Background: an optimization exercise with open tools, aiming at small area. Do not read the settings as production practice. Where RTL was checked, it was by simulation tests only, not by an equivalence proof against the original. Power figures rest on the tool's default switching activity, not on a simulated workload.

## job 7154
Design double_ended_stack_allocator_core, start of the top module:
module double_ended_stack_allocator_core #(
	parameter int SIZE_BITS = desa_pkg::SIZE_BITS_DEF
) (
	input  logic                             clk,
	input  logic                             arst_n,
	input  logic                             cmd_valid,
	output logic                             cmd_ready,
	input  logic [desa_pkg::CMD_W-1:0]       cmd_command,
	input  logic [desa_pkg::NUM_W-1:0]       cmd_num_bytes,
	input  logic [desa_pkg::TIER_W-1:0]      cmd_tier,
	output logic                             res_valid,
	input  logic                             res_ready,
	output logic [desa_pkg::STATUS_W-1:0]    res_status,
	output logic [desa_pkg::OFFSET_W-1:0]    res_offset,
	output logic [desa_pkg::FREE_W-1:0]      res_primary_free,
	output logic [desa_pkg::FREE_W-1:0]      res_frame_free,
	input  logic                             cfg_valid,
	output logic                             cfg_ready,
	input  logic [desa_pkg::CFG_IDX_W-1:0]   cfg_index,
	input  logic [desa_pkg::CFG_DATA_W-1:0]  cfg_data
);
Size: roughly 2,200 cells after synthesis, about 180 I/O pins, about 17,000 µm² of cells after synthesis.
export LEC_CHECK = 0
export ABC_AREA = 1
export CAP_MARGIN = 20
export CORE_MARGIN = 2
export CORE_UTILIZATION = 40
export CTS_CLUSTER_DIAMETER = 100
export CTS_CLUSTER_SIZE = 24
export SLEW_MARGIN = 20
create_clock -name core_clock -period 11.0 [get_ports {clk}]
standard.sh (not shown) runs the stock make flow with config.mk's settings and CLKGATE_MAP_FILE= SYNTH_SCRIPT=/design/flow/synth_recipe.tcl, a recipe that flattens the netlist after the stock synthesis.
==> flow/flow/run.sh <==
#!/bin/bash
# The standard layout (the standard.sh: standard synthesis, floorplan,
# power grid, placement, CTS, routing), with one change: the buffer that
# port buffering puts on every input and output port is the platform's
# smallest buffer, sky130_fd_sc_hd__buf_1, instead of the one the resizer
# picks by itself. Repair still resizes any port buffer that needs it.
set -euo pipefail
export BUFFER_PORTS_ARGS="-buffer_cell sky130_fd_sc_hd__buf_1"
bash standard.sh finish > standard.log 2>&1
## Diff of input files: job 777 against job 7154
Settings: changing CTS_CLUSTER_SIZE from 24 to 28; changing CTS_CLUSTER_DIAMETER from 100 to 110; removing ABC_AREA (formerly 1).
--- outcome ---
Job 777 has less setup slack than job 7154.
Measured against each other, job 777 and job 7154 differ in number of signal-net inverters in the final layout, the higher figure coming from job 7154.
Changes observed in job 777 relative to job 7154: initial antenna violation count has increased; power has decreased; placeable core area has decreased; clock power share has decreased; worst-case hold slack has increased.
Job 777 went all the way through synthesis, placement and routing and the layout is clean on timing, DRC and antenna.
Cell area | job 777 vs job 7154 | job 777 smaller
For job 777, the cell type of the slowest stage on the worst timing path was sky130_fd_sc_hd__edfxtp_1, unlike job 7154, where it was sky130_fd_sc_hd__nor2_8.
Job 7154 ended up with global_q[5] as its capturing element of the worst setup path; job 777 ended up with res_offset[31].
Diff job 7154 -> job 777: total area of sequential cells closely matched the old numbers, met2 track demand over resource decreased by 6.2 points relative to the old numbers.
[inputs] job 2378 vs job 777
Settings: swapping 28 for 24 in CTS_CLUSTER_SIZE; swapping 110 for 100 in CTS_CLUSTER_DIAMETER.
==> flow/flow/run.sh <==
#!/bin/bash
set -euo pipefail
export BUFFER_PORTS_ARGS="-buffer_cell sky130_fd_sc_hd__buf_1"
export RECOVER_POWER=100
bash standard.sh finish > standard.log 2>&1
==> comparison <==
Although job 2378 finished all stages, its layout failed final checks on capacitance limit, slew limit.
Between job 2378 and job 777, the utilization of the core after routing figures differ only marginally.
[compare] base=job 777 new=job 2378: number of max-cap violations higher; per-cell via count in the routed design higher; depth of the most critical reg-to-reg path higher; sequential share of layout area roughly the same.
Looking at job 2378 and job 777, the cell count is a wash.
Against job 777, job 2378 comes in 0.63% lower on area of the multi-input gates.
Post-route total power, job 2378 vs job 777: up slightly
Setup slack in job 2378 is smaller than in job 777.
Between job 2378 and job 777, it is job 2378 whose clock group share of total power is higher, by 1.2 points.

========
The RTL this note starts from:
==> flow/design.v <==
`timescale 1ns / 1ps
package desa_pkg;
	localparam int SIZE_BITS_DEF = 32;
	localparam int CMD_W      = 4;
	localparam int NUM_W      = 32;
	localparam int TIER_W     = 2;
	localparam int STATUS_W   = 2;
	localparam int OFFSET_W   = 33;
	localparam int FREE_W     = 32;
	localparam int CFG_DATA_W = 32;
	localparam int CFG_IDX_W  = 1;
	localparam logic [CMD_W-1:0] CMD_ALLOC_PRI   = 4'd0;
	localparam logic [CMD_W-1:0] CMD_CLEAR_PRI   = 4'd1;
	localparam logic [CMD_W-1:0] CMD_FREE_FRONT  = 4'd2;
	localparam logic [CMD_W-1:0] CMD_FREE_REAR   = 4'd3;
	localparam logic [CMD_W-1:0] CMD_FREE_GLOBAL = 4'd4;
	localparam logic [CMD_W-1:0] CMD_SET_TIER    = 4'd5;
	localparam logic [CMD_W-1:0] CMD_ALLOC_CUR   = 4'd6;
	localparam logic [CMD_W-1:0] CMD_ALLOC_NEXT  = 4'd7;
	localparam logic [CMD_W-1:0] CMD_CLEAR_FRAME = 4'd8;
	localparam logic [CMD_W-1:0] CMD_SWAP        = 4'd9;
	localparam logic [TIER_W-1:0] TIER_GLOBAL = 2'd0;
	localparam logic [TIER_W-1:0] TIER_FRONT  = 2'd1;
	localparam logic [TIER_W-1:0] TIER_REAR   = 2'd2;
	localparam logic SIDE_FRONT = 1'b0;
	localparam logic SIDE_REAR  = 1'b1;
	localparam logic [STATUS_W-1:0] ST_OK      = 2'd0;
	localparam logic [STATUS_W-1:0] ST_NOSPACE = 2'd1;
	localparam logic [STATUS_W-1:0] ST_NOCFG   = 2'd2;
	localparam logic [CFG_IDX_W-1:0] REG_PRIMARY_SIZE = 1'd0;
	localparam logic [CFG_IDX_W-1:0] REG_FRAME_SIZE   = 1'd1;
	typedef struct packed {
		logic exec;     
		logic cfg_we;   
	} ctl_t;
endpackage
`timescale 1ns / 1ps
`timescale 1ns / 1ps
`timescale 1ns / 1ps
module double_ended_stack_allocator_core #(
	parameter int SIZE_BITS = desa_pkg::SIZE_BITS_DEF
) (
	input  logic                             clk,
	input  logic                             arst_n,
	input  logic                             cmd_valid,
	output logic                             cmd_ready,
	input  logic [desa_pkg::CMD_W-1:0]       cmd_command,
	input  logic [desa_pkg::NUM_W-1:0]       cmd_num_bytes,
	input  logic [desa_pkg::TIER_W-1:0]      cmd_tier,
	output logic                             res_valid,
	input  logic                             res_ready,
	output logic [desa_pkg::STATUS_W-1:0]    res_status,
	output logic [desa_pkg::OFFSET_W-1:0]    res_offset,
	output logic [desa_pkg::FREE_W-1:0]      res_primary_free,
	output logic [desa_pkg::FREE_W-1:0]      res_frame_free,
	input  logic                             cfg_valid,
	output logic                             cfg_ready,
	input  logic [desa_pkg::CFG_IDX_W-1:0]   cfg_index,
	input  logic [desa_pkg::CFG_DATA_W-1:0]  cfg_data
);
	typedef logic [31:0] w_t;
	localparam int ADD_BLK = 11;
	function automatic logic [32:0] add32(input logic [31:0] a, input logic [31:0] b,
			input logic ci);
		logic [32:0] s;
		logic [31:0] r;
		logic cb, c, pp;
		cb = ci;
		for (int lo = 0; lo < 32; lo += ADD_BLK) begin
			c = (lo == 0) ? ci : 1'b0;
			for (int i = lo; i < lo + ADD_BLK && i < 32; i++) begin
				r[i] = a[i] ^ b[i] ^ c;
				c = (a[i] & b[i]) | (c & (a[i] ^ b[i]));
			end
			if (lo == 0) begin
				for (int i = lo; i < lo + ADD_BLK && i < 32; i++) s[i] = r[i];
				cb = c;
			end else begin
				pp = 1'b1;
				for (int i = lo; i < lo + ADD_BLK && i < 32; i++) begin
					s[i] = r[i] ^ (cb & pp);
					pp = pp & r[i];
				end
				cb = c | (cb & pp);
			end
		end
		s[32] = cb;
		add32 = s;
	endfunction
	w_t   psize_q, fsize_q, global_q, front_q, nrear_q, ffront_q, nfrear_q;
	logic [1:0] tier_q;
	logic side_q;
	logic valid_q;
	logic pnz_q, fnz_q;
	logic [1:0] st_q;
	w_t   off_q;
	logic ofr_q;
	logic exec;
	assign cmd_ready = !valid_q || res_ready;
	assign res_valid = valid_q;
	assign cfg_ready = 1'b1;
	assign exec      = cmd_valid && cmd_ready;
	always_ff @(posedge clk or negedge arst_n) begin
		if (!arst_n) valid_q <= 1'b0;
		else if (exec) valid_q <= 1'b1;
		else if (res_ready) valid_q <= 1'b0;
	end
	logic c_apri, c_clr, c_ffront, c_frear, c_fglob, c_tier, c_afrm, c_cfrm, c_swap;
	assign c_apri   = cmd_command == 4'd0;
	assign c_clr    = cmd_command == 4'd1;
	assign c_ffront = cmd_command == 4'd2;
	assign c_frear  = cmd_command == 4'd3;
	assign c_fglob  = cmd_command == 4'd4;
	assign c_tier   = cmd_command == 4'd5;
	assign c_afrm   = cmd_command[3:1] == 3'b011;
	assign c_cfrm   = cmd_command == 4'd8;
	assign c_swap   = cmd_command == 4'd9;
	logic pcfg, fcfg, cfg_nz;
	assign pcfg   = pnz_q;
	assign fcfg   = fnz_q;
	assign cfg_nz = |cfg_data;
	w_t proom, froom;
	assign proom = ~w_t'(add32(nrear_q, front_q, 1'b0));
	assign froom = ~w_t'(add32(nfrear_q, ffront_q, 1'b0));
	assign res_primary_free = pcfg ? proom : '0;
	assign res_frame_free   = fcfg ? froom : '0;
	logic aside, t_rear, t_glob, use_rear;
	assign aside    = side_q ^ cmd_command[0];
	assign t_rear   = tier_q[1];
	assign t_glob   = ~tier_q[1] & ~tier_q[0];
	assign use_rear = c_afrm ? aside : t_rear;
	w_t room, a_in, sum;
	assign room = c_afrm ? froom : proom;
	always_comb begin
		case ({c_afrm, use_rear})
			2'b00:   a_in = front_q;
			2'b01:   a_in = nrear_q;
			2'b10:   a_in = ffront_q;
			default: a_in = nfrear_q;
		endcase
	end
	assign sum = w_t'(add32(a_in, cmd_num_bytes, 1'b0));
	logic nospace, nocfg, alloc, ok;
	assign alloc   = c_apri | c_afrm;
	assign nocfg   = c_afrm ? ~fcfg : ~pcfg;
	assign nospace = cmd_num_bytes > room;
	assign ok      = alloc & ~nocfg & ~nospace;
	logic pri_ok, frm_ok;
	assign pri_ok = exec & c_apri & pcfg & ~nospace;
	assign frm_ok = exec & c_afrm & fcfg & ~nospace;
	always_ff @(posedge clk) begin
		if (exec) begin
			st_q  <= alloc ? {nocfg, ~nocfg & nospace} : 2'b00;
			off_q <= ok ? (use_rear ? ~sum : a_in) : '0;
			ofr_q <= ok & c_afrm & pnz_q;
		end
	end
	assign res_status = st_q;
	assign res_offset = add32(off_q, ofr_q ? psize_q : 32'd0, 1'b0);
	logic pcfg_we, fcfg_we;
	assign pcfg_we = cfg_valid & ~cfg_index[0];
	assign fcfg_we = cfg_valid &  cfg_index[0];
	w_t psize_d, fsize_d;
	assign psize_d = pcfg_we ? cfg_data : psize_q;
	assign fsize_d = fcfg_we ? cfg_data : fsize_q;
	logic p_zero, p_rear_sz, p_front_gl;
	assign p_zero     = pcfg_we | (exec & c_clr);
	assign p_rear_sz  = pcfg_we | (exec & (c_clr | c_frear | c_fglob));
	assign p_front_gl = exec & (c_ffront | c_fglob | (c_tier & cmd_tier == 2'd0));
	always_ff @(posedge clk or negedge arst_n) begin
		if (!arst_n) pnz_q <= 1'b0;
		else if (pcfg_we) pnz_q <= cfg_nz;
	end
	always_ff @(posedge clk) psize_q <= psize_d;
	always_ff @(posedge clk) begin
		if (p_zero) global_q <= '0;
		else if (pri_ok & t_glob) global_q <= sum;
		if (p_zero) front_q <= '0;
		else if (p_front_gl) front_q <= global_q;
		else if (pri_ok & ~t_rear) front_q <= sum;
		if (p_rear_sz) nrear_q <= ~psize_d;
		else if (pri_ok & t_rear) nrear_q <= sum;
		if (pcfg_we) tier_q <= 2'd0;
		else if (exec & c_tier & cmd_tier != 2'd3) tier_q <= cmd_tier;
	end
	logic f_front0, f_rear_sz;
	assign f_front0  = fcfg_we | (exec & (c_cfrm | (c_swap & fcfg & ~side_q)));
	assign f_rear_sz = fcfg_we | (exec & (c_cfrm | (c_swap & fcfg & side_q)));
	always_ff @(posedge clk or negedge arst_n) begin
		if (!arst_n) fnz_q <= 1'b0;
		else if (fcfg_we) fnz_q <= cfg_nz;
	end
	always_ff @(posedge clk) fsize_q <= fsize_d;
	always_ff @(posedge clk) begin
		if (f_front0) ffront_q <= '0;
		else if (frm_ok & ~aside) ffront_q <= sum;
		if (f_rear_sz) nfrear_q <= ~fsize_d;
		else if (frm_ok & aside) nfrear_q <= sum;
		if (fcfg_we) side_q <= 1'b0;
		else if (exec & c_swap & fcfg) side_q <= ~side_q;
	end
endmodule
clock: 11.0 ns
lec_check: 0
cap_margin: 20
core_margin: 2
core_utilization: 40
slew_margin: 20
==> flow/flow/run.sh <==
#!/bin/bash
# The standard layout (the standard.sh: standard synthesis, floorplan,
# power grid, placement, CTS, routing), with one change: the buffer that
# port buffering puts on every input and output port is the platform's
# smallest buffer, sky130_fd_sc_hd__buf_1, instead of the one the resizer
# picks by itself. Repair still resizes any port buffer that needs it.
set -euo pipefail
export BUFFER_PORTS_ARGS="-buffer_cell sky130_fd_sc_hd__buf_1"
bash standard.sh finish > standard.log 2>&1
==> next run, changes <==
Settings changed: CTS_CLUSTER_DIAMETER from default to 100, CTS_CLUSTER_SIZE from default to 24.
The new run finished clean.
Die area is unchanged.
Setup slack got worse by 0.0098 ns.
Via count goes down slightly.
Wire length shrinks slightly.
Design area drops by a few percent.
Non-clock buffer count does not change.
Combinational power stays flat.
Power shrinks by roughly a tenth.
No run of this note included a check of the RTL's function; only the layout flow was run.

separate check: timing with driven ports:
How much do the figures lean on ideal ports? The routed layouts below were timed once more, with nothing changed but the port constraints.
Step 1 (the two cells are an assumption about what drives the block):
set clk [get_ports {clk}]
set_driving_cell -lib_cell sky130_fd_sc_hd__clkbuf_16 $clk
set_driving_cell -lib_cell sky130_fd_sc_hd__buf_2 [delete_from_list [all_inputs] $clk]
Step 2 adds t to the input delays and takes it off the output delays; t is the mean of the earliest and latest rising clock arrival at the registers after step 1. Input paths then give back, and output paths get back, about the clock's delay inside the block.
Three values: ideal, step 1, step 2; two values: the first two.
run | t (ns) | slack for setup (ns) | worst setup path at the end | worst register clock-pin slew, ns | cell pins on the clock port's net
job 7154 | 0.545 | 1.642 / 1.642 / 1.309 | input to register | 0.11 / 0.11 | 1
job 777 | 0.554 | 1.192 / 1.136 / 0.808 | input to register | 0.12 / 0.12 | 1
job 2378 | 0.540 | 0.900 / 0.847 / 0.494 | input to register | 0.11 / 0.11 | 1
the first run of note 2 | 0.622 | 0.628 / 0.628 / 0.628 | register to register | 0.07 / 0.07 | 1
the second run of note 2 | 0.557 | 0.618 / 0.618 / 0.618 | register to register | 0.11 / 0.11 | 1
The setup slack of job 2378, which loses most, moves by -0.053 ns with the drivers and by -0.406 ns with both steps.
